Context: an optimization exercise on an open-source flow, tuned for small area and a short achievable clock period. The choices shown serve that exercise and are no tape-out recipe.
Only simulation tests tie the RTL to the original design; equivalence was not proved.
Power figures rest on the tool's default switching activity, not on a simulated workload.

**flow/run.sh**
```bash
#!/bin/bash
# The standard layout, with plain buffers on the ports instead of the
# delay buffers buffer_ports picks on its own, and repair aiming for slack
# well beyond the clock target. Tool output goes to make.log here and to
# orfs/logs.
set -euo pipefail
bash standard.sh \
  "BUFFER_PORTS_ARGS=-buffer_cell sky130_fd_sc_hd__buf_2" \
  SETUP_SLACK_MARGIN=15 \
  finish > make.log 2>&1
```
**standard.sh**
```bash
#!/bin/bash
# synth_recipe.tcl (not shown) runs the flow's synth.tcl, then flattens the netlist and writes it again
# the make line also repeats each setting of config.mk as NAME=value (left out here)
make -C /OpenROAD-flow-scripts/flow DESIGN_CONFIG=/design/flow/config.mk WORK_HOME=/design/flow/orfs CLKGATE_MAP_FILE= SYNTH_SCRIPT=/design/flow/synth_recipe.tcl "${@:-finish}"
```
**config.mk**
```make
export PLATFORM = sky130hd
export DESIGN_NAME = aluCluster
export DESIGN_NICKNAME = aluCluster
export VERILOG_FILES = /design/flow/design.v
export SDC_FILE = /design/flow/constraint.sdc
export NUM_CORES = 4
export LEC_CHECK = 0
export CAP_MARGIN = 20
export CORE_MARGIN = 2
export CORE_UTILIZATION = 40
export CTS_BUF_LIST = sky130_fd_sc_hd__clkbuf_16
export CTS_CLUSTER_DIAMETER = 300
export CTS_CLUSTER_SIZE = 24
export SLEW_MARGIN = 20
```
**constraint.sdc**
```tcl
create_clock -name core_clock -period 26.0 [get_ports {clk}]
set_input_delay 5.2000 -clock core_clock [delete_from_list [all_inputs] [get_ports {clk}]]
set_output_delay 5.2000 -clock core_clock [all_outputs]
set_load 0.01 [all_outputs]
```
**design.v**
```verilog
`default_nettype none
package aluPkg;
    localparam int DATA_W    = 32;                   
    localparam int NUM_LANES = 4;                    
    localparam int LANE_W    = $clog2(NUM_LANES);    
    localparam int SHIFT_W   = $clog2(DATA_W);       
    localparam int OP_W      = 6;                    
    typedef enum logic [OP_W-1:0] {
        SLL  = 6'b000000,    
        SRL  = 6'b000010,    
        SRA  = 6'b000011,    
        SLLV = 6'b000100,    
        SRLV = 6'b000110,    
        SRAV = 6'b000111,    
        MOVZ = 6'b001010,
        MOVN = 6'b001011,
        CLO  = 6'b011100,
        CLZ  = 6'b011101,
        ADD  = 6'b100000,
        ADDU = 6'b100001,
        SUB  = 6'b100010,
        SUBU = 6'b100011,
        AND  = 6'b100100,
        OR   = 6'b100101,
        XOR  = 6'b100110,
        NOR  = 6'b100111,
        SLT  = 6'b101010,
        SLTU = 6'b101011
    } aluOp_e;
    localparam int FLAG_W     = 5;
    localparam int FLAG_ZERO  = 0;   
    localparam int FLAG_NEG   = 1;   
    localparam int FLAG_CARRY = 2;   
    localparam int FLAG_OVF   = 3;   
    localparam int FLAG_COND  = 4;   
endpackage
`default_nettype wire
`default_nettype none
package aluBusPkg;
    localparam int ADDR_W = 8;
    localparam logic [ADDR_W-1:0] REG_OPA    = 8'h00;   
    localparam logic [ADDR_W-1:0] REG_OPB    = 8'h04;   
    localparam logic [ADDR_W-1:0] REG_CMD    = 8'h08;   
    localparam logic [ADDR_W-1:0] REG_RESULT = 8'h10;   
    localparam logic [ADDR_W-1:0] REG_FLAGS  = 8'h14;   
    localparam logic [ADDR_W-1:0] REG_STATUS = 8'h18;   
    localparam int             RESP_W      = 2;
    localparam logic [RESP_W-1:0] RESP_OKAY   = 2'b00;
    localparam logic [RESP_W-1:0] RESP_SLVERR = 2'b10;
    localparam int QUEUE_DEPTH = 4;
    localparam int QPTR_W      = $clog2(QUEUE_DEPTH);
    localparam int QCNT_W      = $clog2(QUEUE_DEPTH + 1);   
endpackage
`default_nettype wire
`timescale 1ns/1ps
`default_nettype none
module aluLane (
    input  logic [4:0]                  op,
    input  logic [aluPkg::DATA_W-1:0]   a,
    input  logic [aluPkg::DATA_W-1:0]   b,
    output logic [aluPkg::DATA_W-1:0]   res,
    output logic                        carry,
    output logic                        ovf,
    output logic                        cond
);
    logic        arith;
    logic        sub;
    logic [31:0] bx;
    logic [31:0] sum;
    logic        cout;
    logic        ovfRaw;
    logic        lt;
    logic        shArith;
    logic        shLeft;
    logic [4:0]  shAmt;
    logic [31:0] shData;
    logic [31:0] shOut;
    logic [5:0]  clCnt;
    logic        bZero;
    function automatic logic [31:0] rev(input logic [31:0] x);
        for (int i = 0; i < 32; i = i + 1)
            rev[i] = x[31-i];
    endfunction
    function automatic logic [16:0] ripple16(input logic [15:0] x, input logic [15:0] y, input logic ci);
        logic c;
        c = ci;
        for (int i = 0; i < 16; i = i + 1)
        begin
            ripple16[i] = x[i] ^ y[i] ^ c;
            c           = (x[i] & y[i]) | (c & (x[i] ^ y[i]));
        end
        ripple16[16] = c;
    endfunction
    assign arith = op[4];
    logic [16:0] lo;
    logic [16:0] hi0;
    logic [16:0] hi1;
    assign sub = op[1];
    assign bx  = b ^ {32{sub}};
    assign lo  = ripple16(a[15:0], bx[15:0], sub);
    assign hi0 = ripple16(a[31:16], bx[31:16], 1'b0);
    assign hi1 = ~ripple16(~a[31:16], ~bx[31:16], 1'b0);
    assign {cout, sum} = {(hi1 & {17{lo[16]}}) | (hi0 & {17{!lo[16]}}), lo[15:0]};
    assign ovfRaw = (a[31] == bx[31]) && (sum[31] != a[31]);
    assign ovf    = arith && !op[2] && !op[3] && ovfRaw;
    assign carry  = arith && !op[2] && !op[3] && (op[1] ? !cout : (op[0] && cout));
    assign lt     = op[0] ? !cout : (sum[31] ^ ovfRaw);
    logic [31:0] s0, s1, s2, s3, s4;
    logic        fill;
    assign shArith = op[1] && op[0];             
    assign shLeft  = !op[1];                     
    assign shAmt   = op[2] ? (shArith ? b[4:0] : a[4:0]) : 5'd1;
    assign shData  = shArith ? a : (shLeft ? rev(b) : b);
    assign fill    = shArith && a[31];
    logic [63:0] e0, e1;
    logic [3:0]  d0, d1;
    assign d0 = 4'b1 << shAmt[1:0];
    assign d1 = 4'b1 << shAmt[3:2];
    assign e0 = {{32{fill}}, shData};
    always_comb
        for (int i = 0; i < 32; i++)
            s1[i] = (d0[0] & e0[i]) | (d0[1] & e0[i+1]) | (d0[2] & e0[i+2]) | (d0[3] & e0[i+3]);
    assign e1 = {{32{fill}}, s1};
    always_comb
        for (int i = 0; i < 32; i++)
            s3[i] = (d1[0] & e1[i]) | (d1[1] & e1[i+4]) | (d1[2] & e1[i+8]) | (d1[3] & e1[i+12]);
    assign s4    = shAmt[4] ? {{16{fill}}, s3[31:16]} : s3;
    assign shOut = s4;
    logic [31:0] x;
    logic [15:0] al0; logic [15:0]      c0;
    logic [7:0]  al1; logic [7:0][1:0] c1;
    logic [3:0]  al2; logic [3:0][2:0] c2;
    logic [1:0]  al3; logic [1:0][3:0] c3;
    logic        al4; logic [4:0]      c4;
    assign x = a ^ {32{op[0]}};
    always_comb
    begin
        for (int i = 0; i < 16; i++)
        begin
            al0[i] = x[2*i+1] & x[2*i];
            c0[i]  = x[2*i+1];
        end
        for (int i = 0; i < 8; i++)
        begin
            al1[i] = al0[2*i+1] & al0[2*i];
            c1[i]  = al0[2*i+1] ? {1'b1, c0[2*i]} : {1'b0, c0[2*i+1]};
        end
        for (int i = 0; i < 4; i++)
        begin
            al2[i] = al1[2*i+1] & al1[2*i];
            c2[i]  = al1[2*i+1] ? {1'b1, c1[2*i]} : {1'b0, c1[2*i+1]};
        end
        for (int i = 0; i < 2; i++)
        begin
            al3[i] = al2[2*i+1] & al2[2*i];
            c3[i]  = al2[2*i+1] ? {1'b1, c2[2*i]} : {1'b0, c2[2*i+1]};
        end
        al4 = al3[1] & al3[0];
        c4  = al3[1] ? {1'b1, c3[0]} : {1'b0, c3[1]};
    end
    assign clCnt = {al4, al4 ? 5'b0 : c4};
    assign bZero = (b == 32'b0);
    assign cond  = !arith && op[3] && !op[2] && (op[0] ? !bZero : bZero);
    logic selSum, selLt, selLog, selClz, selShR, selShL;
    assign selSum = arith && !op[3] && !op[2];
    assign selLt  = arith && op[3];
    assign selLog = arith && !op[3] && op[2];
    assign selClz = !arith && op[3] && op[2];
    assign selShR = !arith && !op[3] && op[1];
    assign selShL = !arith && !op[3] && !op[1];
    logic selSh;
    assign selSh = !arith && !op[3];
    logic [3:0] tt;
    assign tt[3] = (selLog && !op[1]) || cond;
    assign tt[2] = (selLog && (op[1] ^ op[0])) || cond;
    assign tt[1] = selLog && (op[1] ^ op[0]);
    assign tt[0] = selLog && op[1] && op[0];
    logic [31:0] shRev;
    logic [31:0] shFin;
    assign shRev = rev(shOut);
    assign shFin = shLeft ? shRev : shOut;
    always_comb
    begin
        for (int i = 0; i < 32; i++)
            res[i] = (a[i] && b[i] && tt[3]) || (a[i] && !b[i] && tt[2]) ||
                     (!a[i] && b[i] && tt[1]) || (!a[i] && !b[i] && tt[0]) ||
                     (selSum && sum[i]) || (selSh && shFin[i]);
        res[5:0] = res[5:0] | ({6{selClz}} & clCnt);
        res[0]   = res[0] | (selLt && lt);
    end
endmodule
`default_nettype wire
`timescale 1ns/1ps
`default_nettype none
module aluDispatch (
    input  logic                            clk,
    input  logic                            rstN,
    input  logic                            awvalid,
    output logic                            awready,
    input  logic [aluBusPkg::ADDR_W-1:0]    awaddr,
    input  logic                            wvalid,
    output logic                            wready,
    input  logic [aluPkg::DATA_W-1:0]       wdata,
    output logic                            bvalid,
    input  logic                            bready,
    output logic [aluBusPkg::RESP_W-1:0]    bresp,
    input  logic                            full,
    output logic                            issue,       
    output logic [4:0]                      issueOp,     
    output logic [aluPkg::DATA_W-1:0]       issueA,
    output logic [aluPkg::DATA_W-1:0]       issueB
);
    logic isCmd;
    logic isA;
    logic isB;
    logic cmdLegal;
    logic accept;
    logic errResp;
    logic [5:0] op;
    assign op    = wdata[5:0];
    assign isCmd = (awaddr == aluBusPkg::REG_CMD);
    assign isA   = (awaddr == aluBusPkg::REG_OPA);
    assign isB   = (awaddr == aluBusPkg::REG_OPB);
    always_comb
    begin
        case (op)
            6'h00, 6'h02, 6'h03, 6'h04, 6'h06, 6'h07, 6'h0a, 6'h0b, 6'h1c, 6'h1d,
            6'h20, 6'h21, 6'h22, 6'h23, 6'h24, 6'h25, 6'h26, 6'h27, 6'h2a, 6'h2b:
                cmdLegal = 1'b1;
            default:
                cmdLegal = 1'b0;
        endcase
    end
    assign accept  = awvalid && wvalid && (!bvalid || bready) && !(isCmd && full);
    assign awready = accept;
    assign wready  = accept;
    assign issue   = accept && isCmd && cmdLegal;
    assign errResp = !(isA || isB || (isCmd && cmdLegal));
    always_ff @(posedge clk or negedge rstN)
    begin
        if (!rstN)
            bvalid <= 1'b0;
        else if (accept)
            bvalid <= 1'b1;
        else if (bready)
            bvalid <= 1'b0;
    end
    assign bresp[0] = 1'b0;
    always_ff @(posedge clk)
    begin
        issueOp <= {op[5], op[3:0]};     
        if (accept)
        begin
            bresp[1] <= errResp;
            if (isA)
                issueA <= wdata;
            if (isB)
                issueB <= wdata;
        end
    end
endmodule
`default_nettype wire
`timescale 1ns/1ps
`default_nettype none
module aluCollect (
    input  logic                            clk,
    input  logic                            rstN,
    input  logic                            issue,
    input  logic [aluPkg::DATA_W-1:0]       result,
    input  logic                            carry,
    input  logic                            ovf,
    input  logic                            cond,
    input  logic                            arvalid,
    output logic                            arready,
    input  logic [aluBusPkg::ADDR_W-1:0]    araddr,
    output logic                            rvalid,
    input  logic                            rready,
    output logic [aluPkg::DATA_W-1:0]       rdata,
    output logic [aluBusPkg::RESP_W-1:0]    rresp,
    output logic                            full,
    output logic                            wrValid      
);
    localparam int SLOT_W = aluPkg::DATA_W + 3;
    logic [SLOT_W-1:0] mem [aluBusPkg::QUEUE_DEPTH];
    logic [aluBusPkg::QPTR_W-1:0] wrPtr;
    logic [aluBusPkg::QPTR_W-1:0] rdPtr;
    logic [aluBusPkg::QCNT_W-1:0] count;     
    logic [aluBusPkg::QCNT_W-1:0] occ;       
    logic              v2;
    logic              v3;
    logic              arFire;
    logic              notEmpty;
    logic              pop;
    logic [SLOT_W-1:0] head;
    logic [aluPkg::DATA_W-1:0] rdNext;
    logic              errNext;
    assign arFire   = arvalid && arready;
    assign notEmpty = (count != '0);
    assign pop      = arFire && (araddr == aluBusPkg::REG_RESULT) && notEmpty;
    assign full     = occ[aluBusPkg::QCNT_W-1];      
    assign head     = mem[rdPtr];
    always_comb
    begin
        rdNext  = '0;
        errNext = 1'b0;
        case (araddr)
            aluBusPkg::REG_RESULT:
                if (notEmpty)
                    rdNext = head[aluPkg::DATA_W-1:0];
                else
                    errNext = 1'b1;
            aluBusPkg::REG_FLAGS:
                if (notEmpty)
                    rdNext[4:0] = {head[SLOT_W-1:aluPkg::DATA_W], head[aluPkg::DATA_W-1],
                                   (head[aluPkg::DATA_W-1:0] == '0)};
                else
                    errNext = 1'b1;
            aluBusPkg::REG_STATUS: rdNext[aluBusPkg::QCNT_W-1:0] = count;
            default: errNext = 1'b1;
        endcase
    end
    always_ff @(posedge clk or negedge rstN)
    begin
        if (!rstN)
        begin
            wrValid <= 1'b0;
            v2      <= 1'b0;
            v3      <= 1'b0;
            wrPtr   <= '0;
            rdPtr   <= '0;
            count   <= '0;
            occ     <= '0;
            arready <= 1'b0;
            rvalid  <= 1'b0;
        end
        else
        begin
            wrValid <= issue;
            v2      <= wrValid;
            v3      <= v2;
            if (wrValid)
                wrPtr <= wrPtr + 1'b1;
            if (pop)
                rdPtr <= rdPtr + 1'b1;
            case ({v3, pop})
                2'b10:   count <= count + 1'b1;
                2'b01:   count <= count - 1'b1;
                default: count <= count;
            endcase
            case ({issue, pop})
                2'b10:   occ <= occ + 1'b1;
                2'b01:   occ <= occ - 1'b1;
                default: occ <= occ;
            endcase
            if (arFire)
            begin
                rvalid  <= 1'b1;
                arready <= 1'b0;
            end
            else if (rvalid && rready)
            begin
                rvalid  <= 1'b0;
                arready <= 1'b1;
            end
            else if (!rvalid)
                arready <= 1'b1;
        end
    end
    assign rresp[0] = 1'b0;
    always_ff @(posedge clk)
    begin
        if (wrValid)
            mem[wrPtr] <= {cond, ovf, carry, result};
        if (arFire)
        begin
            rdata    <= rdNext;
            rresp[1] <= errNext;
        end
    end
endmodule
`default_nettype wire
`timescale 1ns/1ps
`default_nettype none
module aluCluster (
    input  logic                            clk,
    input  logic                            rstN,
    input  logic                            awvalid,
    output logic                            awready,
    input  logic [aluBusPkg::ADDR_W-1:0]    awaddr,
    input  logic                            wvalid,
    output logic                            wready,
    input  logic [aluPkg::DATA_W-1:0]       wdata,
    output logic                            bvalid,
    input  logic                            bready,
    output logic [aluBusPkg::RESP_W-1:0]    bresp,
    input  logic                            arvalid,
    output logic                            arready,
    input  logic [aluBusPkg::ADDR_W-1:0]    araddr,
    output logic                            rvalid,
    input  logic                            rready,
    output logic [aluPkg::DATA_W-1:0]       rdata,
    output logic [aluBusPkg::RESP_W-1:0]    rresp
);
    logic                       issue;
    logic [4:0]                 issueOp;
    logic [aluPkg::DATA_W-1:0]  issueA;
    logic [aluPkg::DATA_W-1:0]  issueB;
    logic [aluPkg::DATA_W-1:0]  result;
    logic                       carry;
    logic                       ovf;
    logic                       cond;
    logic                       full;
    logic                       wrValid;
    aluDispatch dispatch_i (
        .clk        (clk),
        .rstN       (rstN),
        .awvalid    (awvalid),
        .awready    (awready),
        .awaddr     (awaddr),
        .wvalid     (wvalid),
        .wready     (wready),
        .wdata      (wdata),
        .bvalid     (bvalid),
        .bready     (bready),
        .bresp      (bresp),
        .full       (full),
        .issue      (issue),
        .issueOp    (issueOp),
        .issueA     (issueA),
        .issueB     (issueB)
    );
    aluLane lane_i (
        .op     (issueOp),
        .a      (issueA),
        .b      (issueB),
        .res    (result),
        .carry  (carry),
        .ovf    (ovf),
        .cond   (cond)
    );
    aluCollect collect_i (
        .clk        (clk),
        .rstN       (rstN),
        .issue      (issue),
        .result     (result),
        .carry      (carry),
        .ovf        (ovf),
        .cond       (cond),
        .arvalid    (arvalid),
        .arready    (arready),
        .araddr     (araddr),
        .rvalid     (rvalid),
        .rready     (rready),
        .rdata      (rdata),
        .rresp      (rresp),
        .full       (full),
        .wrValid    (wrValid)
    );
endmodule
`default_nettype wire
```
==> results of run 1 <==
sequential cells by signal, summed over array words and instances (netlist names), 2 cells and up:
| name | flops |
|---|---|
| dispatch_i.issueA | 32 |
| dispatch_i.issueOp | 5 |
| collect_i.mem | 140 |
| dispatch_i.issueB | 32 |
| collect_i.rdata | 32 |
| collect_i.count | 3 |
| collect_i.occ | 3 |
| collect_i.rdPtr | 2 |
| collect_i.wrPtr | 2 |
layer usage:
layer	vias to the layer above	share of wire
met2	593	0.47
met1	6405	0.41
met4	2	0.052
met5	-	0.00021
li1	5608	-
met3	136	0.062
area by class of cell:
type,instances,area (sq um),area share
clock buffer,15,375,0.0208
clock inverter,9,37.5,0.00208
inverter,40,150,0.00831
multi-input combinational,1008,8430,0.466
sequential,259,7650,0.423
tap,539,674,0.0373
timing repair buffer,130,756,0.0418
final timing paths:
path,startpoint,to,slack [ns],cells past startpoint
hold / removal,collect_i.v2,collect_i.v3,0.36,0
setup reg to reg,dispatch_i.issueOp[1],collect_i.mem[0][0],15.90,26
max in group asynchronous,rstN,collect_i.rdPtr[0],21.12,1
hold reg to reg,collect_i.v2,collect_i.v3,0.36,0
setup / recovery,awaddr[4],wready,14.71,6
min in group asynchronous,rstN,collect_i.rvalid,4.60,1
through the flow:
| stage | instances | setup slack, ns | instance area [sq um] | hold WS, ns | total power, mW |
|---|---|---|---|---|---|
| after floorplan | 1430 | 14.78 | 16800 | 0.331 | 0.556 |
| after global placement | 1971 | 14.61 | 17600 | 0.336 | 0.602 |
| after detailed placement | 1971 | 14.56 | 17600 | 0.337 | 0.603 |
| after CTS | 1999 | 14.71 | 18100 | 0.360 | 0.835 |
| after global routing | 2000 | 14.65 | 18100 | 0.365 | 0.862 |
| final | 2000 | 14.71 | 18100 | 0.357 | 0.829 |
logic make-up (layout without fill, tap and decap cells):
| kind of cell | count (synthesis) | after routing | synth area share |
|---|---|---|---|
| simple gates | 397 | 397 | 0.130 |
| compound gates | 357 | 357 | 0.150 |
| flops | 259 | 259 | 0.455 |
| buf+inv | 163 | 194 | 0.0470 |
| mux | 151 | 151 | 0.131 |
| fa+ha+maj | 57 | 57 | 0.0635 |
| xor+xnor | 44 | 44 | 0.0229 |
| other cells | 1 | 2 | 0.000223 |
power by group through the flow:
stage / combinational [mW] / sequential (mW) / clock [mW]
4_1_cts: 0.128 / 0.466 / 0.241
2_1_floorplan: 0.0803 / 0.476 / 0
3_3_place_gp: 0.127 / 0.475 / 0
3_5_place_dp: 0.127 / 0.475 / 0
6_report: 0.131 / 0.466 / 0.232
5_1_grt: 0.140 / 0.467 / 0.255
repair_timing:
action	CTS	global route
resized for setup	4	0
setup endpoints to repair	2	2
buffers inserted	4	1
pin swaps	4	1
cells in the final DEF (no fill, tap or decap), types with 11 or more instances in the layout:
| cell type | netlist | routed |
|---|---|---|
| nor2_1 | 88 | 87 |
| o21ai_0 | 57 | 57 |
| o21ai_1 | 11 | 11 |
| edfxtp_1 | 238 | 238 |
| o221ai_1 | 22 | 22 |
| nand2_1 | 97 | 96 |
| inv_1 | 39 | 47 |
| a22oi_1 | 14 | 14 |
| nor4_1 | 20 | 17 |
| and2_1 | 38 | 38 |
| a221oi_1 | 20 | 20 |
| nor3_1 | 25 | 25 |
| xor2_1 | 36 | 36 |
| nand3_1 | 27 | 27 |
| buf_4 | 13 | 37 |
| clkbuf_16 | 0 | 15 |
| dfrtp_1 | 16 | 15 |
| o2111ai_1 | 11 | 11 |
| buf_2 | 36 | 91 |
| mux2i_1 | 66 | 66 |
| mux4_2 | 42 | 42 |
| o211ai_1 | 38 | 38 |
| fa_1 | 47 | 47 |
| nand2b_1 | 11 | 11 |
| a211oi_1 | 19 | 19 |
| o22ai_1 | 28 | 28 |
| a21oi_1 | 47 | 47 |
| mux2_2 | 36 | 36 |
==> impl_metrics.toml, run 1 <==
[status]
outcome = "complete, no violations"

[power_and_ir_drop]
switching_share = 0.262
ir_worst_vdd_v = 0.0000626
power.leakage_nw = 6.28
pwr-share-clk = 0.280
p_int_mw = 0.611
pwr-share-seq = 0.562
switchingPower_mw = 0.217
comb_power_share = 0.157
power.density_nw_per_um2 = 45.8

[setup_path]
crit_path_cell_trace = "buf_6 > nor4_4 > nand2_2 > nor2_4 > a31oi_4 > buf_2"
worst-setup-path-type = "primary input to output port"
slowest_stage = "nor4_4"
critPathTopFamily = "simple AND/OR/NAND/NOR gates"
critical_path.max_fanout = 3
required_ns = 20.80
cp_data_arrival_time_ns = 6.09
path_buf_inv = 2
start_kind = "primary input"
slowest_delay_ns = 0.29
cp-end-kind = "output port"

[clock_network]
numCtsBuffers = 14
clk_latency_ns = 0.52
cts.sinks = 259
htree_num_levels = 1
path_clk_slew_ns = 0.09
postCtsHoldBufs = 0
clock_path_buffers = 3
cts_tree = "yes"
clockRootBuffer = "clkbuf_16"

[floorplanning]
initial_core_util = 0.403
die-area_sq_um = 43600
core-area_sq_um = 41700
ioPinCount = 96
fp.dieW_um = 209
die_y_um = 209
rows = 75

[timing]
clock-skew-final_ns = 0.0335
tightest_slew_ns = 1.18
setup_viol = 0
drv_slew = 0
report.final.hold_viol_count = 0
max_freq_ghz = 0.0886
max-slew-margin-rel = 0.212
fin_tns_setup_ns = 0
post-route-period-util = 0.434
fin_crit_ns = 11.29
rsz0062_at_grt = "yes"

[synth]
async_flop_share = 0.0618
ys.flop_type = "edfxtp_1"
synth.most_common_cell = "edfxtp_1"
synth-seq-cells = 259
yosys.area.top_type_share = 0.425
synth_edf_count = 238
synth_cells = 1429
synth_area_sq_um = 16800
synthTopCellsByArea = "edfxtp_1 (43%), mux4_2 (5.6%), fa_1 (5.6%), mux2i_1 (3.9%), mux2_2 (2.4%)"
synth_top_area_cell = "edfxtp_1"
yosysUniqueCellTypes = 91
synthTopCellsByCount = "edfxtp_1 (238), nand2_1 (97), nor2_1 (88)"
syn_avg_cell_area_sq_um = 11.8
ys.warnings.count = 3
ys_seq_area_frac = 0.455

[grt]
grt.total_usage = 0.259
grtUsageMet2 = 0.424
grt_pass1_wl_um = 84000
use_met3 = 0.0334
grt.overflow.total = 0
antenna_found_initial = 2
grt_busiest_layer = "met2"
grt_max_degree = 67
grt_pass1_vias = 12369
met1_usage = 0.347

[routing]
routed_wl_um = 56400
initialDrtViolationCount = 1204
postRouteAntennaNets = 0
vias_per_cell = 6.37
wl_per_cell_um = 28.2
via_count = 12744
drcViolationCount = 0
dr.pass1.iters = 5

[layout]
final_util = 0.434
syn_to_final_growth_pct = 7.61
nets = 1565
antenna-diode-count = 0
drive_above_1_share = 0.177
fillers = 3876

[placed_design]
globalplace.congestion = 0.936
dp_hpwl_um = 42100
port_buffers = 93

[job]
max-cap-violations = 0

[hold_path]
hp-class = "flip-flop to flip-flop"
==> run 2: changes to the inputs <==
--- a/config.mk
+++ b/config.mk
@@ -8,7 +8,7 @@
 export CAP_MARGIN = 20
 export CORE_MARGIN = 2
 export CORE_UTILIZATION = 40
-export CTS_BUF_LIST = sky130_fd_sc_hd__clkbuf_16
+export CTS_BUF_LIST = sky130_fd_sc_hd__clkbuf_8
 export CTS_CLUSTER_DIAMETER = 300
-export CTS_CLUSTER_SIZE = 24
+export CTS_CLUSTER_SIZE = 16
 export SLEW_MARGIN = 20
==> impl_metrics.toml, run 2 <==
[layout]
nets = 1571
drive_above_1_share = 0.179
syn_to_final_growth_pct = 7.27
postLayoutCellArea_sq_um = 18000
largest-register = "collect_i.mem"
final_common_cell = "edfxtp_1"
largest_reg_flops = 140
layout_common_cells = "edfxtp_1 (238), nand2_1 (96), buf_2 (91), nor2_1 (87), mux2i_1 (66)"

[clock_network]
clockRootBuffer = "clkbuf_8"
clock_path_buffers = 3
clk_latency_ns = 0.61
cts.sinks = 259
cts_tree = "yes"
htree_num_levels = 1
numCtsBuffers = 20
postCtsHoldBufs = 0
path_clk_slew_ns = 0.10

[synth]
synth_area_sq_um = 16800
synthTopCellsByCount = "edfxtp_1 (238), nand2_1 (97), nor2_1 (88)"
synth_top_area_cell = "edfxtp_1"
async_flop_share = 0.0618
synth_edf_count = 238
syn_avg_cell_area_sq_um = 11.8
yosys.area.top_type_share = 0.425
ys.flop_type = "edfxtp_1"
synth_cells = 1429
synth-seq-cells = 259
ys_seq_area_frac = 0.455
synth.most_common_cell = "edfxtp_1"
synthTopCellsByArea = "edfxtp_1 (43%), mux4_2 (5.6%), fa_1 (5.6%), mux2i_1 (3.9%), mux2_2 (2.4%)"
yosysUniqueCellTypes = 91
ys.warnings.count = 3

[hold_path]
hold_path_startpoint = "collect_i.v2"
hold_end = "collect_i.v3"
whs_path_depth = 0
hp-class = "flip-flop to flip-flop"

[routing]
via_count = 12777
postRouteAntennaNets = 0
routed_wl_um = 56600
dr.pass1.iters = 5
vias_per_cell = 6.35
drcViolationCount = 0
initialDrtViolationCount = 1295
wl_per_cell_um = 28.1

[timing]
tightest_slew_ns = 1.28
rsz0062_at_grt = "yes"
report.final.hold_viol_count = 0
clock-skew-final_ns = 0.0351
max-slew-margin-rel = 0.145
fin_crit_ns = 11.29
post-route-period-util = 0.434
setup_viol = 0
hold_slack_ns = 0.359
fin_tns_setup_ns = 0
drv_slew = 0
max_freq_ghz = 0.0886

[setup_path]
crit_path_cell_trace = "buf_6 > nor4_4 > nand2_2 > nor2_4 > a31oi_4 > buf_2"
rr_worst_depth = 26
r2r_setup_slack_ns = 15.94
required_ns = 20.80
timing.rr.end = "collect_i.mem[2][0]"
slowest_delay_ns = 0.29
start_kind = "primary input"
worst-setup-path-type = "primary input to output port"
critical_path.max_fanout = 3
cp-end-kind = "output port"
rr_startpoint = "dispatch_i.issueOp[1]"
slowest_stage = "nor4_4"
cp_data_arrival_time_ns = 6.09

[floorplanning]
initial_core_util = 0.403
core-area_sq_um = 41700
ioPinCount = 96
fp.dieW_um = 209
rows = 75
die_y_um = 209
die-area_sq_um = 43600

[placed_design]
dp_hpwl_um = 42100
postPlaceCellArea_sq_um = 17600
port_buffers = 93
globalplace.congestion = 0.936

[power_and_ir_drop]
power.density_nw_per_um2 = 44.5
fin_total_pwr_mw = 0.801
power.leakage_nw = 6.28
ir_worst_vdd_v = 0.0000348

[grt]
antenna_found_initial = 2
grt.overflow.total = 0
grt_pass1_vias = 12461
grt.total_usage = 0.260
grt_pass1_wl_um = 84300
grt_max_degree = 67

[job]
max-cap-violations = 0

[status]
outcome = "complete, no violations"
-- run 2: cell counts after synthesis --
Identical to the previous run, type by type.
-- run 2: cell type report --
class	instances	area [sq um]
fill	3889	23600
inverter	40	150
clock buffer	20	275
sequential	259	7650
tap	539	674
antenna	1	2.50
clock inverter	16	77.6
timing repair buffer	130	756
multi-input combinational	1008	8430
-- run 2: layer usage --
metal | wire [um] | vias to the layer above | global-route usage
met4 | 3060 | 2 | 0.118
met2 | 26900 | 581 | 0.429
li1 | - | 5616 | -
met1 | 23100 | 6418 | 0.344
met3 | 3540 | 160 | 0.0340
met5 | 12 | - | 0
-- run 2: what timing repair did --
item	4_1_cts	5_1_grt
pin swaps	4	1
setup endpoints to repair	2	2
buffers inserted	4	1
endpoints found under the hold margin	0	0
resized for setup	4	0
-- run 2: cell families after synthesis --
kind of cell               after synthesis  share of synthesized area
muxes                                  151                      0.131
other                                    1                   0.000223
AOI/OAI and AO/OA                      357                      0.150
xor gates and xnor gates                44                     0.0229
buffers and inverters                  163                     0.0470
adders and majority gates               57                     0.0635
DFF                                    259                      0.455
and+or+nand+nor                        397                      0.130
-- run 2: worst max path at each step --
stage / startpoint / to / slack (ns) / cells after the start
2_1_floorplan: awaddr[5] / wready / 14.78 / 5
3_3_place_gp: awaddr[5] / awready / 14.61 / 6
3_5_place_dp: awaddr[5] / awready / 14.56 / 6
4_1_cts: awaddr[6] / awready / 14.71 / 6
5_1_grt: awaddr[4] / wready / 14.65 / 6
6_report: awaddr[4] / wready / 14.71 / 6
-- run 2: through the flow --
step / utilization / setup WS [ns] / cells
2_1_floorplan: - / 14.78 / 1430
3_3_place_gp: 0.423 / 14.61 / 1971
3_5_place_dp: 0.423 / 14.56 / 1971
4_1_cts: 0.432 / 14.71 / 2011
5_1_grt: 0.432 / 14.65 / 2012
6_report: 0.432 / 14.71 / 2013
-- run 2: worst max-delay path, delay by kind of cell --
family          cells  cell delay, ns
compound gates      1            0.10
simple gates        3            0.53
buf+inv             2            0.26
-- run 2: power breakdown --
part / leakage [nW] / internal (mW) / switching (mW)
combinational: 3.61 / 0.0440 / 0.0866
sequential: 2.44 / 0.462 / 0.00371
clock: 0.230 / 0.0739 / 0.131
total: 6.28 / 0.580 / 0.221
==> run 3: changes to the inputs <==
--- a/flow/run.sh
+++ b/flow/run.sh
@@ -5,6 +5,6 @@
 # orfs/logs.
 set -euo pipefail
 bash standard.sh \
-  "BUFFER_PORTS_ARGS=-buffer_cell sky130_fd_sc_hd__buf_2" \
+  "BUFFER_PORTS_ARGS=-buffer_cell sky130_fd_sc_hd__buf_1" \
   SETUP_SLACK_MARGIN=15 \
   finish > make.log 2>&1
==> impl_metrics.toml, run 3 <==
[timing]
worst_slack_ns = 14.72
tightest_slew_ns = 1.12
rsz0062_at_grt = "yes"
drv_slew = 0
post-route-period-util = 0.434
setup_viol = 0
report.final.hold_viol_count = 0
clock-skew-final_ns = 0.0383
fin_tns_setup_ns = 0
max-slew-margin-rel = 0.250
max_freq_ghz = 0.0886
fin_crit_ns = 11.28

[floorplanning]
rows = 75
ioPinCount = 96
initial_core_util = 0.403
die-area_sq_um = 43600
fp.dieW_um = 209
die_y_um = 209
core-area_sq_um = 41700

[grt]
grt_pass1_wl_um = 81400
antenna_found_initial = 1
grt_max_degree = 67
grt.total_usage = 0.250
grt.overflow.total = 0
grt_pass1_vias = 12109

[clock_network]
htree_num_levels = 1
postCtsHoldBufs = 0
clock_path_buffers = 3
numCtsBuffers = 20
cts.sinks = 259
cts_tree = "yes"
clk_latency_ns = 0.61
clockRootBuffer = "clkbuf_8"
path_clk_slew_ns = 0.11

[layout]
postLayoutCellArea_sq_um = 17900
fillers = 3942
instances_no_fill = 2012
drive_above_1_share = 0.119
nets = 1571
syn_to_final_growth_pct = 6.59
largest-register = "collect_i.mem"
final_util = 0.430
final_common_cell = "edfxtp_1"
largest_reg_flops = 140
seq_area_sq_um = 7650
multiInputGateArea_sq_um = 8440
layout_common_cells = "edfxtp_1 (238), nand2_1 (96), buf_1 (90), nor2_1 (87), mux2i_1 (66)"
antenna-diode-count = 0

[routing]
wl_per_cell_um = 27.4
routed_wl_um = 55200
vias_per_cell = 6.36
postRouteAntennaNets = 0
initialDrtViolationCount = 1374
dr.pass1.iters = 6
via_count = 12787
drcViolationCount = 0

[synth]
synth_top_area_cell = "edfxtp_1"
synthTopCellsByCount = "edfxtp_1 (238), nand2_1 (97), nor2_1 (88)"
synth.most_common_cell = "edfxtp_1"
synthTopCellsByArea = "edfxtp_1 (43%), mux4_2 (5.6%), fa_1 (5.6%), mux2i_1 (3.9%), mux2_2 (2.4%)"
synth_area_sq_um = 16800
syn_avg_cell_area_sq_um = 11.8
synth_cells = 1429
yosys.area.top_type_share = 0.425
yosysUniqueCellTypes = 91
ys_seq_area_frac = 0.455
synth_edf_count = 238
ys.flop_type = "edfxtp_1"
ys.warnings.count = 3
synth-seq-cells = 259
async_flop_share = 0.0618

[hold_path]
hold_end = "collect_i.v3"
whs_path_depth = 0
hp-class = "flip-flop to flip-flop"
hold_path_startpoint = "collect_i.v2"

[setup_path]
critical_path.max_fanout = 4
slowest_delay_ns = 0.30
timing.rr.end = "collect_i.mem[0][0]"
start_kind = "primary input"
worst-setup-path-type = "primary input to output port"
cp_data_arrival_time_ns = 6.08
crit_path_cell_trace = "buf_6 > nor4_4 > nand2_2 > nor2_4 > a31oi_4 > buf_2"
r2r_setup_slack_ns = 16.35
rr_worst_depth = 25
cp-end-kind = "output port"
rr_startpoint = "dispatch_i.issueA[0]"
slowest_stage = "nor4_4"
required_ns = 20.80

[placed_design]
globalplace.congestion = 1.01
dp_slack_ns = 14.57
port_buffers = 93
dp_hpwl_um = 41000
dpl.cell_count = 1973
postPlaceCellArea_sq_um = 17500

[job]
max-cap-violations = 0

[status]
outcome = "complete, no violations"

[power_and_ir_drop]
power.density_nw_per_um2 = 44.8
ir_worst_vdd_v = 0.0000418
power.leakage_nw = 6.02
## run 3: cell types whose count changed in the layout (fill, tap and decap cells not counted)
cell / change
buf_1: +90
buf_2: -89
buf_6: -1
diode_2: -1
o41ai_1: -1
o41ai_2: +1
## run 3: metal layers
metal	routed length, um	global-route usage
met1	22600	0.338
met2	25900	0.404
met3	3960	0.0374
met4	2630	0.102
met5	0	0
## run 3: power breakdown
part / switching [mW] / total (mW) / internal, mW
Sequential: 0.00387 / 0.466 / 0.462
Clock: 0.135 / 0.209 / 0.0740
Combinational: 0.0848 / 0.127 / 0.0421
Total: 0.223 / 0.802 / 0.578
## run 3: worst max-delay path by stage
stage	startpoint	endpoint	slack [ns]
final	awaddr[6]	wready	14.72
after global routing	awaddr[6]	wready	14.66
after CTS	awaddr[6]	wready	14.70
after detailed placement	awaddr[5]	wready	14.57
after global placement	awaddr[5]	awready	14.63
after floorplan	awaddr[5]	wready	14.78
## run 3: cells by family after synthesis
family                     synth area share
adders and majority gates            0.0635
AOI/OAI and AO/OA                     0.150
DFF                                   0.455
other                              0.000223
buffers and inverters                0.0470
muxes                                 0.131
and+or+nand+nor                       0.130
xor gates and xnor gates             0.0229
## run 3: metrics by stage
| stage | power (mW) | hold WS, ns |
|---|---|---|
| 3_3_place_gp | 0.599 | 0.336 |
| 5_1_grt | 0.833 | 0.383 |
| 2_1_floorplan | 0.556 | 0.331 |
| 4_1_cts | 0.808 | 0.383 |
| 6_report | 0.802 | 0.367 |
| 3_5_place_dp | 0.599 | 0.346 |
## run 3: what timing repair did
item	CTS	global route
buffers inserted	3	0
gates cloned	0	0
gates resized for setup	6	0
endpoints found under the setup margin	2	2
pin swaps	4	0
## run 3: critical path, delay by kind of cell
kind | cells | cell delay (ns)
buf+inv | 2 | 0.25
compound gates | 1 | 0.10
simple gates | 3 | 0.53
## run 3: layout make-up
| cell class | instances | share of cell area |
|---|---|---|
| flip-flops and latches | 259 | 0.427 |
| multi-input cells | 1008 | 0.471 |
| repair buffers | 130 | 0.0356 |
| clock inverters | 16 | 0.00433 |
| clock buffers | 20 | 0.0154 |
| well taps | 539 | 0.0377 |
| inverters | 40 | 0.00839 |
==> run 4: changes to the inputs <==
==> flow/run.sh (replaced) <==
#!/bin/bash
# The standard layout, with plain buffers on the ports instead of the
# delay buffers buffer_ports picks on its own, repair aiming for slack well
# beyond the clock target, and no dummy clock loads. Tool output goes to
# make.log here and to orfs/logs.
set -euo pipefail
bash standard.sh \
  "BUFFER_PORTS_ARGS=-buffer_cell sky130_fd_sc_hd__buf_1" \
  SETUP_SLACK_MARGIN=15 \
  "CTS_ARGS=-sink_clustering_enable -repair_clock_nets -sink_clustering_size 16 -sink_clustering_max_diameter 300 -buf_list sky130_fd_sc_hd__clkbuf_8 -dont_use_dummy_load" \
  finish > make.log 2>&1
==> impl_metrics.toml, run 4 <==
[status]
outcome = "complete, no violations"

[setup_path]
timing.rr.end = "collect_i.mem[1][0]"
critPathTopFamily = "simple AND/OR/NAND/NOR gates"
slowest_stage = "nor4_4"
cp-end-kind = "output port"
r2r_setup_slack_ns = 16.39
rr_startpoint = "dispatch_i.issueA[0]"
rr_worst_depth = 25
required_ns = 20.80
start_kind = "primary input"
path_buf_inv = 2
crit_path_cell_trace = "buf_6 > nor4_4 > nand2_2 > nor2_4 > a31oi_4 > buf_2"
critical_path.max_fanout = 4
worst-setup-path-type = "primary input to output port"
slowest_delay_ns = 0.30
cp_data_arrival_time_ns = 6.08

[routing]
dr.pass1.iters = 5
wl_per_cell_um = 27.6
routed_wl_um = 55100
drcViolationCount = 0
postRouteAntennaNets = 0
vias_per_cell = 6.42
via_count = 12807
initialDrtViolationCount = 1428

[timing]
max_freq_ghz = 0.0886
setup_viol = 0
max-slew-margin-rel = 0.267
fin_crit_ns = 11.28
report.final.hold_viol_count = 0
drv_slew = 0
clock-skew-final_ns = 0.0698
tightest_slew_ns = 1.10
rsz0062_at_grt = "yes"
post-route-period-util = 0.434
fin_tns_setup_ns = 0

[synth]
yosys.area.top_type_share = 0.425
synth-xor-area-share = 0.0229
synth-seq-cells = 259
synth.most_common_cell = "edfxtp_1"
ys.flop_type = "edfxtp_1"
synthAdderAreaFrac = 0.0635
synth_top_area_cell = "edfxtp_1"
synthTopCellsByCount = "edfxtp_1 (238), nand2_1 (97), nor2_1 (88)"
synthTopCellsByArea = "edfxtp_1 (43%), mux4_2 (5.6%), fa_1 (5.6%), mux2i_1 (3.9%), mux2_2 (2.4%)"
async_flop_share = 0.0618
syn_avg_cell_area_sq_um = 11.8
synth_top_family_by_area = "compound AO/OA/AOI/OAI gates"
muxShareOfSynthArea = 0.131
ys_seq_area_frac = 0.455
yosys.area_share.simple = 0.130
synth-compound-area-share = 0.150
yosysUniqueCellTypes = 91
synth_area_sq_um = 16800
ys.warnings.count = 3
synth_edf_count = 238
synth_cells = 1429

[grt]
grt_pass1_vias = 12092
grt.overflow.total = 0
grt_pass1_wl_um = 81200
grt.total_usage = 0.250
grt_max_degree = 67
antenna_found_initial = 1

[hold_path]
hold_path_startpoint = "collect_i.v2"
hold_end = "collect_i.v3"
whs_path_depth = 0
hp-class = "flip-flop to flip-flop"

[floorplanning]
rows = 75
die_y_um = 209
die-area_sq_um = 43600
ioPinCount = 96
core-area_sq_um = 41700
initial_core_util = 0.403
fp.dieW_um = 209

[power_and_ir_drop]
fin_total_pwr_mw = 0.786
pwr-share-clk = 0.245
pwr-share-seq = 0.593
ir_worst_vdd_v = 0.0000401
switchingPower_mw = 0.212
p_int_mw = 0.573
power.leakage_nw = 5.94
power.density_nw_per_um2 = 44.1
switching_share = 0.270
comb_power_share = 0.162

[layout]
largest_reg_flops = 140
syn_to_final_growth_pct = 6.13
layout_common_cells = "edfxtp_1 (238), nand2_1 (96), buf_1 (90), nor2_1 (87), mux2i_1 (66)"
antenna-diode-count = 0
final_common_cell = "edfxtp_1"
largest-register = "collect_i.mem"
fillers = 3935
instances_no_fill = 1996
drive_above_1_share = 0.119
nets = 1571

[clock_network]
numCtsBuffers = 20
path_clk_slew_ns = 0.11
cts.sinks = 259
htree_num_levels = 1
clock_path_buffers = 3
clockRootBuffer = "clkbuf_8"
clk_latency_ns = 0.58
cts_tree = "yes"

[placed_design]
dp_hpwl_um = 41000
globalplace.congestion = 1.01
port_buffers = 93
dpl.cell_count = 1973

[job]
max-cap-violations = 0
[run 4: cell types whose count changed in the layout (fill, tap and decap cells not counted), sizes merged]
cell / change
inv: -15
clkinv: -1
[run 4: power by group through the flow]
stage / Combinational, mW / Sequential (mW) / Clock (mW)
floorplan: 0.0803 / 0.476 / 0
global placement: 0.123 / 0.475 / 0
detailed placement: 0.124 / 0.476 / 0
CTS: 0.125 / 0.466 / 0.202
global route: 0.136 / 0.467 / 0.215
finish: 0.127 / 0.466 / 0.192
[run 4: area by class of cell]
| type | instances | area [sq um] | area share |
|---|---|---|---|
| multi-input cells | 1008 | 8440 | 0.473 |
| clock buffers | 20 | 275 | 0.0154 |
| repair buffers | 130 | 637 | 0.0357 |
| flip-flops and latches | 259 | 7650 | 0.429 |
| well taps | 539 | 674 | 0.0378 |
| inverters | 40 | 150 | 0.00842 |
[run 4: cell families (layout without fill, tap and decap cells)]
kind of cell             count (synthesis)  count (layout)
multiplexers                           151             151
AO/OA/AOI/OAI                          357             357
XOR/XNOR                                44              44
buffers and inverters                  163             190
AND/OR/NAND/NOR                        397             397
adder cells (fa/ha/maj)                 57              57
flip-flops                             259             259
other                                    1               2
[run 4: per-stage QoR]
step	worst slack [ns]	hold WS, ns	area [sq um]	util
detailed placement	14.57	0.346	17500	0.420
global route	14.66	0.389	17800	0.428
global placement	14.63	0.336	17500	0.420
finish	14.72	0.372	17800	0.428
CTS	14.70	0.388	17800	0.428
floorplan	14.78	0.331	16800	-
[run 4: worst register-to-register path, cell delays in order (launching register included)]
cell and delay (ns):
edfxtp_1 0.66, mux2_2 0.39, fa_1 0.41, fa_1 0.39, inv_1 0.08, fa_1 0.19, fa_1 0.17, inv_1 0.06
fa_1 0.41, fa_1 0.43, fa_1 0.43, fa_1 0.44, fa_1 0.44, fa_1 0.48, fa_1 0.45, fa_1 0.45
fa_1 0.43, fa_1 0.43, fa_1 0.81, nand2_1 0.22, o211ai_1 0.11, o2bb2ai_1 0.18, a32oi_1 0.21, o211ai_1 0.14
a221oi_1 0.53, o221ai_1 0.35
[run 4: worst max path at each step]
stage / from / endpoint / slack (ns) / depth (start not counted)
CTS: awaddr[6] / wready / 14.70 / 6
detailed placement: awaddr[5] / wready / 14.57 / 6
global placement: awaddr[5] / awready / 14.63 / 6
global route: awaddr[6] / wready / 14.66 / 6
finish: awaddr[6] / wready / 14.72 / 6
floorplan: awaddr[5] / wready / 14.78 / 5
[run 4: metal layers]
metal	routed length, um	share of wire	GRT usage
met5	0	0	0
met4	2670	0.048	0.101
met3	4290	0.078	0.0379
met2	25800	0.47	0.404
met1	22400	0.41	0.338
[run 4: repair_timing]
action / in CTS / in global routing
cloned: 0 / 0
pin swaps: 4 / 0
hold buffers: 0 / 0
buffers inserted: 3 / 0
endpoints found under the hold margin: 0 / 0
endpoints found under the setup margin: 2 / 2
gates resized for setup: 6 / 0
==> run 5: changes to the inputs <==
--- a/flow/run.sh
+++ b/flow/run.sh
@@ -5,7 +5,7 @@
 # make.log here and to orfs/logs.
 set -euo pipefail
 bash standard.sh \
-  "BUFFER_PORTS_ARGS=-buffer_cell sky130_fd_sc_hd__buf_1" \
+  "BUFFER_PORTS_ARGS=-buffer_cell sky130_fd_sc_hd__buf_2" \
   SETUP_SLACK_MARGIN=15 \
   "CTS_ARGS=-sink_clustering_enable -repair_clock_nets -sink_clustering_size 16 -sink_clustering_max_diameter 300 -buf_list sky130_fd_sc_hd__clkbuf_8 -dont_use_dummy_load" \
   finish > make.log 2>&1
==> impl_metrics.toml, run 5 <==
[status]
outcome = "complete, no violations"

[synth]
synthAdderAreaFrac = 0.0635
synth.most_common_cell = "edfxtp_1"
synth-seq-cells = 259
synthTopCellsByArea = "edfxtp_1 (43%), mux4_2 (5.6%), fa_1 (5.6%), mux2i_1 (3.9%), mux2_2 (2.4%)"
yosys.area_share.simple = 0.130
syn_avg_cell_area_sq_um = 11.8
synth_cells = 1429
muxShareOfSynthArea = 0.131
yosys.area.top_type_share = 0.425
yosysUniqueCellTypes = 91
synth-xor-area-share = 0.0229
synth_top_family_by_area = "compound AO/OA/AOI/OAI gates"
ys.flop_type = "edfxtp_1"
ys.warnings.count = 3
synth_edf_count = 238
synth_area_sq_um = 16800
ys_seq_area_frac = 0.455
synth-compound-area-share = 0.150
async_flop_share = 0.0618
synthTopCellsByCount = "edfxtp_1 (238), nand2_1 (97), nor2_1 (88)"
synth_top_area_cell = "edfxtp_1"

[setup_path]
cp_data_arrival_time_ns = 6.09
cp-end-kind = "output port"
worst-setup-path-type = "primary input to output port"
critical_path.max_fanout = 3
start_kind = "primary input"
required_ns = 20.80

[timing]
tightest_slew_ns = 1.19
max-slew-margin-rel = 0.207
setup_viol = 0
max_freq_ghz = 0.0886
fin_crit_ns = 11.29
fin_tns_setup_ns = 0
drv_slew = 0
report.final.hold_viol_count = 0
post-route-period-util = 0.434
rsz0062_at_grt = "yes"
clock-skew-final_ns = 0.0654

[clock_network]
cts_tree = "yes"
clk_latency_ns = 0.59
postCtsHoldBufs = 0
clockRootBuffer = "clkbuf_8"
clock_path_buffers = 3
numCtsBuffers = 20
path_clk_slew_ns = 0.11
cts.sinks = 259
htree_num_levels = 1

[hold_path]
hp-class = "flip-flop to flip-flop"

[layout]
drive_above_1_share = 0.180
largest_reg_flops = 140
fillers = 3887
largest-register = "collect_i.mem"
layout_common_cells = "edfxtp_1 (238), nand2_1 (96), buf_2 (91), nor2_1 (87), mux2i_1 (66)"
final_common_cell = "edfxtp_1"
syn_to_final_growth_pct = 6.79
nets = 1571
antenna-diode-count = 0

[floorplanning]
rows = 75
ioPinCount = 96
fp.dieW_um = 209
die_y_um = 209
core-area_sq_um = 41700
die-area_sq_um = 43600
initial_core_util = 0.403

[routing]
initialDrtViolationCount = 1346
dr.pass1.iters = 5
via_count = 12790
routed_wl_um = 56600
drcViolationCount = 0
wl_per_cell_um = 28.4
postRouteAntennaNets = 0
vias_per_cell = 6.41

[job]
max-cap-violations = 0

[power_and_ir_drop]
ir_worst_vdd_v = 0.0000340
power.density_nw_per_um2 = 43.9
power.leakage_nw = 6.19
fin_total_pwr_mw = 0.788

[grt]
antenna_found_initial = 2
grt.total_usage = 0.260
grt_pass1_wl_um = 84100
grt.overflow.total = 0
grt_max_degree = 67
grt_pass1_vias = 12414

[placed_design]
globalplace.congestion = 0.936
dp_hpwl_um = 42100
port_buffers = 93
## run 5: kinds of logic after synthesis
family                   Yosys count
AND/OR/NAND/NOR                  397
XOR/XNOR                          44
AO/OA/AOI/OAI                    357
other                              1
adder cells (fa/ha/maj)           57
multiplexers                     151
buffers and inverters            163
flip-flops                       259
## run 5: per-layer routing
layer  GRT usage  share of wire
met1       0.346           0.42
met5           0        0.00021
met2       0.427           0.48
met3      0.0344          0.056
met4       0.116          0.052
## run 5: path summary, 6_finish.rpt
kind / from / endpoint / slack [ns] / cells after the start
worst max-delay path: awaddr[4] / wready / 14.71 / 6
worst min register to register: collect_i.v2 / collect_i.v3 / 0.36 / 0
worst max register to register: dispatch_i.issueOp[1] / collect_i.mem[0][0] / 15.98 / 26
min in group asynchronous: rstN / collect_i.rvalid / 4.50 / 1
worst min-delay path: collect_i.v2 / collect_i.v3 / 0.36 / 0
max in group asynchronous: rstN / collect_i.rdPtr[0] / 21.22 / 1
## run 5: critical path: stages
cell and delay [ns]:
buf_6 0.10, nor4_4 0.29, nand2_2 0.12, nor2_4 0.12, a31oi_4 0.10, buf_2 0.16
## run 5: what timing repair did
item | 4_1_cts | 5_1_grt
pin swaps | 4 | 1
resized for setup | 4 | 0
endpoints found under the setup margin | 2 | 2
buffers inserted | 4 | 1
## run 5: through the flow
step                std cells  hold slack [ns]   util  setup slack, ns  cell area (sq um)
CTS                      1995            0.367  0.430            14.71              17900
global placement         1971            0.336  0.423            14.61              17600
detailed placement       1971            0.337  0.423            14.56              17600
finish                   1996            0.359  0.431            14.71              17900
floorplan                1430            0.331      -            14.78              16800
global route             1996            0.365  0.431            14.65              17900
## run 5: final cells by class
type / count / area, sq um / area share
Clock buffer: 20 / 275 / 0.0153
Inverter: 40 / 150 / 0.00837
Multi-Input combinational cell: 1008 / 8430 / 0.470
Sequential cell: 259 / 7650 / 0.427
Tap cell: 539 / 674 / 0.0376
Timing Repair Buffer: 130 / 756 / 0.0421
## run 5: where the power goes
part | switching (mW) | total (mW) | internal [mW]
registers | 0.00373 | 0.466 | 0.462
logic | 0.0867 | 0.131 | 0.0440
clock network | 0.122 | 0.191 | 0.0690
total | 0.213 | 0.788 | 0.575
==> run 6: changes to the inputs <==
--- a/flow/run.sh
+++ b/flow/run.sh
@@ -5,7 +5,7 @@
 # make.log here and to orfs/logs.
 set -euo pipefail
 bash standard.sh \
-  "BUFFER_PORTS_ARGS=-buffer_cell sky130_fd_sc_hd__buf_2" \
+  "BUFFER_PORTS_ARGS=-buffer_cell sky130_fd_sc_hd__buf_1" \
   SETUP_SLACK_MARGIN=15 \
   "CTS_ARGS=-sink_clustering_enable -repair_clock_nets -sink_clustering_size 16 -sink_clustering_max_diameter 300 -buf_list sky130_fd_sc_hd__clkbuf_8 -dont_use_dummy_load" \
   finish > make.log 2>&1
--- a/config.mk
+++ b/config.mk
@@ -5,10 +5,10 @@
 export SDC_FILE = /design/flow/constraint.sdc
 export NUM_CORES = 4
 export LEC_CHECK = 0
-export CAP_MARGIN = 20
+export CAP_MARGIN = 10
 export CORE_MARGIN = 2
-export CORE_UTILIZATION = 40
+export CORE_UTILIZATION = 55
 export CTS_BUF_LIST = sky130_fd_sc_hd__clkbuf_8
 export CTS_CLUSTER_DIAMETER = 300
 export CTS_CLUSTER_SIZE = 16
-export SLEW_MARGIN = 20
+export SLEW_MARGIN = 10
==> impl_metrics.toml, run 6 <==
[timing]
worst_slack_ns = 14.67
fin_tns_setup_ns = 0
post-route-period-util = 0.436
rsz0062_at_grt = "yes"
report.final.hold_viol_count = 0
hold_slack_ns = 0.360
fin_crit_ns = 11.33
drv_slew = 0
clock-skew-final_ns = 0.0537
setup_viol = 0
tightest_slew_ns = 1.19
max-slew-margin-rel = 0.205
max_freq_ghz = 0.0883

[synth]
synth_top_area_cell = "edfxtp_1"
yosys.area.top_type_share = 0.425
ys_seq_area_frac = 0.455
synth_area_sq_um = 16800
ys.warnings.count = 3
ys.flop_type = "edfxtp_1"
syn_avg_cell_area_sq_um = 11.8
synth-seq-cells = 259
yosysUniqueCellTypes = 91
synthTopCellsByArea = "edfxtp_1 (43%), mux4_2 (5.6%), fa_1 (5.6%), mux2i_1 (3.9%), mux2_2 (2.4%)"
synthTopCellsByCount = "edfxtp_1 (238), nand2_1 (97), nor2_1 (88)"
async_flop_share = 0.0618
synth_edf_count = 238
synth.most_common_cell = "edfxtp_1"
synth_cells = 1429

[routing]
routed_wl_um = 51700
postRouteAntennaNets = 0
drcViolationCount = 0
via_count = 12854
wl_met1_um = 20900
initialDrtViolationCount = 1600
dr.pass1.iters = 8
met3WireLength_um = 4260
routed.top_layer = "met5"
wl_met2_um = 23700
wl_per_cell_um = 28.0
vias_per_cell = 6.96

[grt]
grt.total_usage = 0.329
grt.overflow.total = 0
grt_pass1_vias = 12133
grt_pass1_wl_um = 77500
grt_max_degree = 67
antenna_found_initial = 1

[power_and_ir_drop]
power.leakage_nw = 5.95
power.density_nw_per_um2 = 44.1
ir_worst_vdd_v = 0.0000456

[setup_path]
rr_startpoint = "dispatch_i.issueOp[1]"
worstSetupStartpoint = "awaddr[5]"
required_ns = 20.80
cp-end-kind = "output port"
crit_path_end = "wready"
start_kind = "primary input"
critical_path.max_fanout = 4
worst-setup-path-type = "primary input to output port"
cp_data_arrival_time_ns = 6.13
r2r_setup_slack_ns = 16.77
timing.rr.end = "collect_i.mem[3][0]"
rr_worst_depth = 28

[hold_path]
hold_path_startpoint = "collect_i.v2"
hp-class = "flip-flop to flip-flop"

[floorplanning]
die-area_sq_um = 32000
core-area_sq_um = 29900
fp.dieW_um = 179
rows = 63
die_y_um = 179
ioPinCount = 96
initial_core_util = 0.562

[clock_network]
clk_latency_ns = 0.55
htree_num_levels = 1
cts_tree = "yes"
clock_path_buffers = 3
path_clk_slew_ns = 0.09
cts.sinks = 259
numCtsBuffers = 20
clockRootBuffer = "clkbuf_8"

[layout]
largest_reg_flops = 140
final_common_cell = "edfxtp_1"
syn_to_final_growth_pct = 5.18
final_util = 0.591
fillers = 2429
nets = 1571
largest-register = "collect_i.mem"
drive_above_1_share = 0.119
antenna-diode-count = 0
layout_common_cells = "edfxtp_1 (238), nand2_1 (96), buf_1 (89), nor2_1 (87), mux2i_1 (66)"

[status]
outcome = "complete, no violations"

[placed_design]
globalplace.congestion = 1.03
dp_slack_ns = 14.58
port_buffers = 93
dp_hpwl_um = 38000

[job]
max-cap-violations = 0
## run 6: critical path: stages
cell and delay [ns]:
buf_6 0.09, nor4_4 0.29, nand2_2 0.12, nor2_4 0.15, a31oi_4 0.12, buf_6 0.15
## run 6: per-stage QoR
step | cells | instance area [sq um] | power, mW
floorplan | 1430 | 16800 | 0.556
global placement | 1822 | 17300 | 0.596
detailed placement | 1822 | 17300 | 0.597
CTS | 1844 | 17600 | 0.782
global route | 1847 | 17700 | 0.811
finish | 1847 | 17700 | 0.779
## run 6: kinds of logic after synthesis
| family | count (synthesis) | share of synthesized area |
|---|---|---|
| other cells | 1 | 0.000223 |
| buf+inv | 163 | 0.0470 |
| xor+xnor | 44 | 0.0229 |
| fa+ha+maj | 57 | 0.0635 |
| compound gates | 357 | 0.150 |
| flops | 259 | 0.455 |
| simple gates | 397 | 0.130 |
| mux | 151 | 0.131 |
## run 6: timing repair
| item | in CTS | in global routing |
|---|---|---|
| setup endpoints to repair | 2 | 2 |
| pin swaps | 4 | 4 |
| buffers inserted | 2 | 3 |
| gates resized for setup | 7 | 3 |
| hold buffers | 0 | 0 |
| gates cloned | 0 | 0 |
## run 6: worst min-delay path by stage
stage                               to  cells after the start
after floorplan           collect_i.v3                      0
after global placement    collect_i.v3                      0
after detailed placement  collect_i.v3                      0
after CTS                 collect_i.v3                      0
after global routing      collect_i.v3                      0
final                     collect_i.v3                      0
## run 6: layout make-up
type                    count  area, sq um  area share
well taps                 390          488      0.0276
inverters                  40          150     0.00850
flip-flops and latches    259         7650       0.433
multi-input cells        1008         8440       0.478
clock buffers              20          275      0.0156
repair buffers            130          657      0.0372
## run 6: metal layers
metal | vias up | GRT usage
met5 | - | 0
met4 | 2 | 0.148
met3 | 157 | 0.0524
met2 | 730 | 0.522
met1 | 6373 | 0.448
li1 | 5592 | -
## run 6: power breakdown
part | internal [mW] | switching, mW | total (mW)
sequential | 0.462 | 0.00353 | 0.466
clock | 0.0690 | 0.119 | 0.188
combinational | 0.0423 | 0.0836 | 0.126
==> run 7: changes to the inputs <==
--- a/design.v
+++ b/design.v
@@ -100,7 +100,7 @@
     assign lo  = ripple16(a[15:0], bx[15:0], sub);
     assign hi0 = ripple16(a[31:16], bx[31:16], 1'b0);
     assign hi1 = ~ripple16(~a[31:16], ~bx[31:16], 1'b0);
-    assign {cout, sum} = {(hi1 & {17{lo[16]}}) | (hi0 & {17{!lo[16]}}), lo[15:0]};
+    assign {cout, sum} = {lo[16] ? hi1 : hi0, lo[15:0]};
     assign ovfRaw = (a[31] == bx[31]) && (sum[31] != a[31]);
     assign ovf    = arith && !op[2] && !op[3] && ovfRaw;
     assign carry  = arith && !op[2] && !op[3] && (op[1] ? !cout : (op[0] && cout));
--- a/config.mk
+++ b/config.mk
@@ -5,10 +5,10 @@
 export SDC_FILE = /design/flow/constraint.sdc
 export NUM_CORES = 4
 export LEC_CHECK = 0
-export CAP_MARGIN = 10
+export CAP_MARGIN = 20
 export CORE_MARGIN = 2
-export CORE_UTILIZATION = 55
+export CORE_UTILIZATION = 40
 export CTS_BUF_LIST = sky130_fd_sc_hd__clkbuf_8
 export CTS_CLUSTER_DIAMETER = 300
 export CTS_CLUSTER_SIZE = 16
-export SLEW_MARGIN = 10
+export SLEW_MARGIN = 20
==> impl_metrics.toml, run 7 <==
[placed_design]
dp_hpwl_um = 37500
globalplace.congestion = 1.02
port_buffers = 93
postPlaceCellArea_sq_um = 17200

[synth]
ys_seq_area_frac = 0.466
synth_area_sq_um = 16400
syn_avg_cell_area_sq_um = 11.6
synthTopCellsByCount = "edfxtp_1 (238), nand2_1 (102), nor2_1 (95)"
ys.flop_type = "edfxtp_1"
synth_cells = 1415
synth_edf_count = 238
yosys.area.top_type_share = 0.436
async_flop_share = 0.0618
synthTopCellsByArea = "edfxtp_1 (44%), mux4_2 (8.0%), fa_1 (5.7%), mux2i_1 (3.4%), dfrtp_1 (2.4%)"
ys.warnings.count = 3
yosysUniqueCellTypes = 91
synth-seq-cells = 259
synth.most_common_cell = "edfxtp_1"
synth_top_area_cell = "edfxtp_1"

[floorplanning]
initial_core_util = 0.403
die-area_sq_um = 42600
ioPinCount = 96
fp.dieW_um = 206
core-area_sq_um = 40600
rows = 74
die_y_um = 206

[layout]
syn_to_final_growth_pct = 6.74
drive_above_1_share = 0.122
largest_reg_flops = 140
nets = 1553
layout_common_cells = "edfxtp_1 (238), nand2_1 (101), nor2_1 (93), buf_1 (90), o21ai_0 (75)"
postLayoutCellArea_sq_um = 17500
largest-register = "collect_i.mem"
final_util = 0.431
final_common_cell = "edfxtp_1"

[clock_network]
postCtsHoldBufs = 0
path_clk_slew_ns = 0.10
htree_num_levels = 1
cts_tree = "yes"
cts.sinks = 259
clockRootBuffer = "clkbuf_8"
clk_latency_ns = 0.58
numCtsBuffers = 20
clock_path_buffers = 3

[power_and_ir_drop]
power.density_nw_per_um2 = 44.9
power.leakage_nw = 5.80
fin_total_pwr_mw = 0.787
ir_worst_vdd_v = 0.0000429

[timing]
drv_slew = 0
report.final.hold_viol_count = 0
post-route-period-util = 0.434
fin_crit_ns = 11.27
fin_tns_setup_ns = 0
rsz0062_at_grt = "yes"
setup_viol = 0
clock-skew-final_ns = 0.0520
tightest_slew_ns = 1.28
max-slew-margin-rel = 0.144
max_freq_ghz = 0.0887

[grt]
grt_max_degree = 78
grt_pass1_vias = 11824
grt.overflow.total = 0
grt_pass1_wl_um = 76100
antenna_found_initial = 2
grt.total_usage = 0.242

[setup_path]
slowest_stage = "nor4_4"
cp_data_arrival_time_ns = 6.07
critical_path.max_fanout = 3
path_buf_inv = 2
worstSetupStartpoint = "awaddr[6]"
start_kind = "primary input"
rr_worst_depth = 27
timing.rr.end = "collect_i.mem[0][0]"
rr_startpoint = "dispatch_i.issueOp[1]"
slowest_delay_ns = 0.30
r2r_setup_slack_ns = 16.72
crit_path_cell_trace = "buf_6 > nor4_4 > nand2_2 > nor2_4 > a31oi_4 > buf_2"
cp-end-kind = "output port"
required_ns = 20.80
critPathTopFamily = "simple AND/OR/NAND/NOR gates"
worst-setup-path-type = "primary input to output port"

[routing]
postRouteAntennaNets = 0
drcViolationCount = 0
dr.pass1.iters = 6
wl_per_cell_um = 25.9
initialDrtViolationCount = 1426
vias_per_cell = 6.17
routed_wl_um = 51100
via_count = 12176

[job]
max-cap-violations = 0

[hold_path]
hold_path_startpoint = "collect_i.v2"
whs_path_depth = 0
hold_end = "collect_i.v3"
hp-class = "flip-flop to flip-flop"

[status]
outcome = "complete, no violations"
## run 7: cell count changes after synthesis, sizes merged, moves of 8 or more
cell,delta
a21oi,+8
a22oi,-10
buf,-21
clkbuf,+18
mux2i,-9
mux4,+9
o211ai,-11
o21ai,+32
o221ai,-12
## run 7: where the power goes
group | internal (mW) | switching, mW | leakage (nW) | total, mW
Sequential | 0.463 | 0.00274 | 2.42 | 0.465
Combinational | 0.0444 | 0.0860 | 3.24 | 0.130
Clock | 0.0690 | 0.122 | 0.144 | 0.191
## run 7: worst max-delay path by stage
stage	endpoint	slack (ns)	depth (start not counted)
6_report	wready	14.73	6
5_1_grt	awready	14.66	6
4_1_cts	awready	14.73	6
3_5_place_dp	awready	14.58	6
3_3_place_gp	awready	14.63	6
2_1_floorplan	wready	14.77	5
## run 7: stage by stage
step / hold WS (ns) / setup WS (ns) / std cells
finish: 0.362 / 14.73 / 1972
detailed placement: 0.341 / 14.58 / 1949
global route: 0.372 / 14.66 / 1971
CTS: 0.366 / 14.73 / 1971
global placement: 0.334 / 14.63 / 1949
floorplan: 0.331 / 14.77 / 1416
## run 7: what timing repair did
action                                  4_1_cts  5_1_grt
cloned                                        0        0
pin swaps                                     4        0
endpoints found under the setup margin        2        2
setup buffers                                 2        0
resized for setup                             6        0
## run 7: layout make-up
class / instances / area, sq um
Antenna cell: 1 / 2.50
Tap cell: 532 / 666
Multi-Input combinational cell: 992 / 8160
Clock buffer: 20 / 275
Inverter: 45 / 169
Timing Repair Buffer: 123 / 584
Sequential cell: 259 / 7650
Fill cell: 3833 / 23100
## run 7: kinds of logic (layout without fill, tap and decap cells)
kind of cell / after synthesis / count (layout) / share of synthesized area
simple gates: 397 / 397 / 0.124
compound gates: 341 / 341 / 0.141
flops: 259 / 259 / 0.466
buf+inv: 165 / 188 / 0.0407
mux: 153 / 153 / 0.141
fa+ha+maj: 57 / 57 / 0.0650
xor+xnor: 42 / 42 / 0.0224
other cells: 1 / 3 / 0.000229
## run 7: layer usage
metal  vias up  global-route usage  share of wire
li1       5440                   -              -
met1      6010               0.322           0.41
met2       584               0.383           0.46
met3       140              0.0470          0.081
met4         2               0.108          0.052
met5         -                   0        0.00024

==> static timing again, ports no longer ideal <==
No port has a modelled driver above. Below, the same layouts with a new extraction and two added sets of constraints. Step 1 assumes that a clkbuf_16 drives the clock port and a buf_2 every other input. Step 2 moves the port delays by t, midway between the first and last clock arrival at a register: inputs arrive t later, outputs are due t later. That takes back most of the time a late clock gives input paths. Three values: no drivers, after step 1, after step 2; two values: the first two.
| run | shift t [ns] | setup slack, ns | worst register clock-pin slew, ns | worst data-port slew with drivers (ns) | cell pins on the clock port's net |
|---|---|---|---|---|---|
| run 1 | 0.559 | 14.708 / 14.672 / 14.672 | 0.09 / 0.09 | 0.05 | 1 |
| run 2 | 0.636 | 14.708 / 14.672 / 14.672 | 0.10 / 0.10 | 0.05 | 1 |
| run 3 | 0.637 | 14.716 / 14.684 / 14.684 | 0.11 / 0.11 | 0.05 | 1 |
| run 4 | 0.597 | 14.717 / 14.686 / 14.686 | 0.11 / 0.11 | 0.05 | 1 |
| run 5 | 0.603 | 14.708 / 14.672 / 14.672 | 0.11 / 0.11 | 0.05 | 1 |
| run 6 | 0.570 | 14.669 / 14.636 / 14.636 | 0.10 / 0.10 | 0.04 | 1 |
| run 7 | 0.606 | 14.729 / 14.689 / 14.689 | 0.10 / 0.10 | 0.05 | 1 |
After both steps setup and hold are still met in every run listed. The setup slack of run 7, which loses most, moves by -0.040 ns with the drivers and by -0.040 ns with both steps.
